This design comes from an exercise in tuning for small area and a short achievable clock period on the open sky130 flow, not from production work. The RTL was checked by simulation tests, not by an equivalence proof against the original design. Power figures rest on the tool's default switching activity, not on a simulated workload.

// binomial_pipeline_schedule
module binomial_pipeline_schedule (
  input  logic                              clk_i,
  input  logic                              rst_ni,
  input  logic                              start_i,
  output logic                              busy_o,
  input  logic                              req_type_i,
  input  logic [bps_pkg::RankBits-1:0]      rank_i,
  input  logic [bps_pkg::StepBits-1:0]      step_i,
  input  logic                              cfg_we_i,
  input  logic [bps_pkg::CfgIdxBits-1:0]    cfg_idx_i,
  input  logic [bps_pkg::CfgDataBits-1:0]   cfg_wdata_i,
  output logic                              valid_o,
  output logic                              transfer_valid_o,
  output logic [bps_pkg::RankBits-1:0]      peer_rank_o,
  output logic [bps_pkg::BlockBits-1:0]     block_index_o,
  output logic [bps_pkg::StepBits-1:0]      forged_index_o
);
For scale: ~2000 cells after synthesis, ~300 flip-flops, ~14000 sq um of cells after synthesis.
clock: 7.0 ns
lec_check: 0
abc_area: 1
cap_margin: 20
core_margin: 2
core_utilization: 40
slew_margin: 20
standard.sh (not shown) runs the stock make flow with config.mk's settings and CLKGATE_MAP_FILE= SYNTH_SCRIPT=/design/flow/synth_recipe.tcl, a recipe that flattens the netlist after the stock synthesis.
==> flow/flow/run.sh <==
#!/bin/bash
# The standard ORFS layout with three changes: Yosys's adder-cell mapping is off, so that
# ABC maps the arithmetic together with the rest of the logic; ABC's area script leaves
# out its buffering and upsizing, which would size every gate for an unreachable delay
# target (placement-time repair sizes the gates instead); and the port buffers are buf_2
# cells. Registers and everything else as in standard.sh; each tool's output lands in
# orfs/logs, make's own output in make_finish.log.
set -euo pipefail
cd "$(dirname "$0")/.."
rm -rf scripts_abc
cp -r "$FLOW_HOME/scripts" scripts_abc
cp flow/abc_area.script scripts_abc/abc_area.script
bash standard.sh ADDER_MAP_FILE= "BUFFER_PORTS_ARGS=-buffer_cell sky130_fd_sc_hd__buf_2" \
  SCRIPTS_DIR="$PWD/scripts_abc" finish > make_finish.log 2>&1
==> flow/flow/abc_area.script <==
strash
dch
map -B 0.9
topo
stime -c
dnsize -c
The baseline produced a clean layout.
Rerun with:
==> flow/flow/run.sh (replaced) <==
#!/bin/bash
# The standard ORFS layout with two changes: Yosys's adder-cell mapping is off, so that ABC
# maps the arithmetic together with the rest of the logic, and the port buffers are
# buf_2 cells. Registers and everything else as in standard.sh; each tool's output lands
# in orfs/logs, make's own output in make_finish.log.
set -euo pipefail
cd "$(dirname "$0")/.."
bash standard.sh ADDER_MAP_FILE= "BUFFER_PORTS_ARGS=-buffer_cell sky130_fd_sc_hd__buf_2" finish > make_finish.log 2>&1
Settings changed: SETUP_SLACK_MARGIN set to 4.4.
removed: flow/flow/abc_area.script
Effect:
- The new run produced a clean layout
- wire length went up by a few percent
- die area went up by a few percent
- combinational power went up by a few percent
- design area went up by a few percent

* * *

job 9762:
Starting RTL as in the previous note.
==> flow/config.mk <==
export PLATFORM = sky130hd
export DESIGN_NAME = binomial_pipeline_schedule
export DESIGN_NICKNAME = binomial_pipeline_schedule
export VERILOG_FILES = /design/flow/design.v
export SDC_FILE = /design/flow/constraint.sdc
export NUM_CORES = 4
export LEC_CHECK = 0
export ABC_AREA = 1
export CAP_MARGIN = 20
export CORE_MARGIN = 2
export CORE_UTILIZATION = 40
export SLEW_MARGIN = 20
==> flow/constraint.sdc <==
create_clock -name core_clock -period 7.0 [get_ports {clk_i}]
set_input_delay 1.4000 -clock core_clock [delete_from_list [all_inputs] [get_ports {clk_i}]]
set_output_delay 1.4000 -clock core_clock [all_outputs]
set_load 0.01 [all_outputs]
==> flow/flow/run.sh <==
#!/bin/bash
# The standard ORFS layout with two changes: Yosys's adder-cell mapping is off, so that ABC
# maps the arithmetic together with the rest of the logic, and the port buffers are
# buf_2 cells. Registers and everything else as in standard.sh; each tool's output lands
# in orfs/logs, make's own output in make_finish.log.
set -euo pipefail
cd "$(dirname "$0")/.."
bash standard.sh ADDER_MAP_FILE= "BUFFER_PORTS_ARGS=-buffer_cell sky130_fd_sc_hd__buf_2" finish > make_finish.log 2>&1
[inputs] job 4929 vs job 9762
Settings: setting SETUP_SLACK_MARGIN to 4.4 for the first time.
==> flow/flow/run.sh <==
#!/bin/bash
# The standard ORFS layout with three changes: Yosys's adder-cell mapping is off, so that
# ABC maps the arithmetic together with the rest of the logic; ABC's area script leaves
# out its buffering and upsizing, which would size every gate for an unreachable delay
# target (placement-time repair sizes the gates instead); and the port buffers are buf_2
# cells. Registers and everything else as in standard.sh; each tool's output lands in
# orfs/logs, make's own output in make_finish.log.
set -euo pipefail
cd "$(dirname "$0")/.."
rm -rf scripts_abc
cp -r "$FLOW_HOME/scripts" scripts_abc
cp flow/abc_area.script scripts_abc/abc_area.script
bash standard.sh ADDER_MAP_FILE= "BUFFER_PORTS_ARGS=-buffer_cell sky130_fd_sc_hd__buf_2" \
  SCRIPTS_DIR="$PWD/scripts_abc" finish > make_finish.log 2>&1
==> flow/flow/abc_area.script (new file) <==
strash
dch
map -B 0.9
topo
stime -c
dnsize -c
Notes after the runs:
In summary, job 4929 completed successfully, with a layout that passed the timing, DRC and antenna checks.
Total number of cells along the worst setup path (higher): job 9762
Summary of job 4929 over job 9762: wire length of the first global-routing pass up 0.55%; clock network contribution to total cell area flat; share of total power consumed by net switching went up.
Comparing combinational fraction of design power for job 9762 and job 4929, the smaller number came from job 9762.
Worst setup slack ends up higher on job 4929.
The critical path launch point comes out lx_q[0] in one run and s1_q[11] in the other, namely in job 9762 and job 4929 respectively.
Relative to job 9762, job 4929 improves synthesized area.
Compared job 4929 vs job 9762, and total of clock buffers placed in the layout is down in job 4929.
In terms of arithmetic-cell share of the synthesized area counting full adders, half adders and majority gates, job 4929 and job 9762 differ only marginally.
For job 6231, these inputs were changed with respect to job 4929:
Settings: CTS_BUF_LIST: unset -> sky130_fd_sc_hd__clkbuf_4 sky130_fd_sc_hd__clkbuf_8.
==> flow/flow/run.sh <==
#!/bin/bash
# The standard ORFS layout with two changes: Yosys's adder-cell mapping is off, so that ABC
# maps the arithmetic together with the rest of the logic, and the port buffers are
# buf_2 cells. Registers and everything else as in standard.sh; each tool's output lands
# in orfs/logs, make's own output in make_finish.log.
set -euo pipefail
cd "$(dirname "$0")/.."
bash standard.sh ADDER_MAP_FILE= "BUFFER_PORTS_ARGS=-buffer_cell sky130_fd_sc_hd__buf_2" finish > make_finish.log 2>&1
removed: flow/flow/abc_area.script
- Between job 6231 and job 4929, the worst hold slack figures differ only marginally.
- Between job 6231 and job 4929, the wire length is higher for job 4929.
- Final design instance area without fill, job 6231 and job 4929: higher on job 4929
Relative to job 6231, the following input files were edited for job 8024:
Settings: CTS_BUF_LIST: sky130_fd_sc_hd__clkbuf_4 sky130_fd_sc_hd__clkbuf_8 -> unset; SETUP_SLACK_MARGIN: 4.4 -> 4.3.
==> flow/flow/run.sh <==
#!/bin/bash
# The standard ORFS layout with three changes: Yosys's adder-cell mapping is off, so that
# ABC maps the arithmetic together with the rest of the logic; ABC's area script leaves
# out its buffering and upsizing, which would size every gate for an unreachable delay
# target (placement-time repair sizes the gates instead); and the port buffers are buf_2
# cells. Registers and everything else as in standard.sh; each tool's output lands in
# orfs/logs, make's own output in make_finish.log.
set -euo pipefail
cd "$(dirname "$0")/.."
rm -rf scripts_abc
cp -r "$FLOW_HOME/scripts" scripts_abc
cp flow/abc_area.script scripts_abc/abc_area.script
bash standard.sh ADDER_MAP_FILE= "BUFFER_PORTS_ARGS=-buffer_cell sky130_fd_sc_hd__buf_2" \
  SCRIPTS_DIR="$PWD/scripts_abc" finish > make_finish.log 2>&1
==> flow/flow/abc_area.script (new file) <==
strash
dch
map -B 0.9
topo
stime -c
dnsize -c
==> comparison <==
Summary of job 8024 over job 6231: proportion of power drawn by the clock network now sits higher, post-placement worst setup slack went down 0.61 ns, power went up. Global-route usage, job 8024 and job 6231: higher on job 8024.

[re-timing with driven ports]
The flow's constraints put no driver on any port. The routed layouts listed below were extracted and timed again, unchanged, in two steps. Step 1 (the two cells are an assumption about what drives the block):
set clk [get_ports {clk_i}]
set_driving_cell -lib_cell sky130_fd_sc_hd__clkbuf_16 $clk
set_driving_cell -lib_cell sky130_fd_sc_hd__buf_2 [delete_from_list [all_inputs] $clk]
Step 2, shift: input delay + t, output delay - t, t = (earliest + latest rising clock arrival at the registers) / 2. This alone moves slack from input paths to output paths. a / b / c = ideal ports / drivers / drivers and shift; a / b = the first two.
run	shift t [ns]	slack for setup (ns)	hold WS [ns]	cell pins on the clock port's net
the first run of note 1	0.556	3.494 / 3.494 / 3.494	0.315 / 0.315 / 0.315	1
the second run of note 1	0.574	4.456 / 4.456 / 4.352	0.305 / 0.305 / 0.305	1
job 9762	0.572	4.271 / 4.271 / 4.271	0.306 / 0.306 / 0.306	1
job 4929	0.569	4.549 / 4.518 / 4.313	0.315 / 0.315 / 0.315	1
job 6231	0.666	4.408 / 4.408 / 4.355	0.316 / 0.316 / 0.316	1
job 8024	0.582	4.412 / 4.412 / 4.182	0.315 / 0.315 / 0.315	1
After both steps every run listed still meets setup and hold. The setup slack of job 4929, which loses most, moves by -0.031 ns with the drivers and by -0.236 ns with both steps.
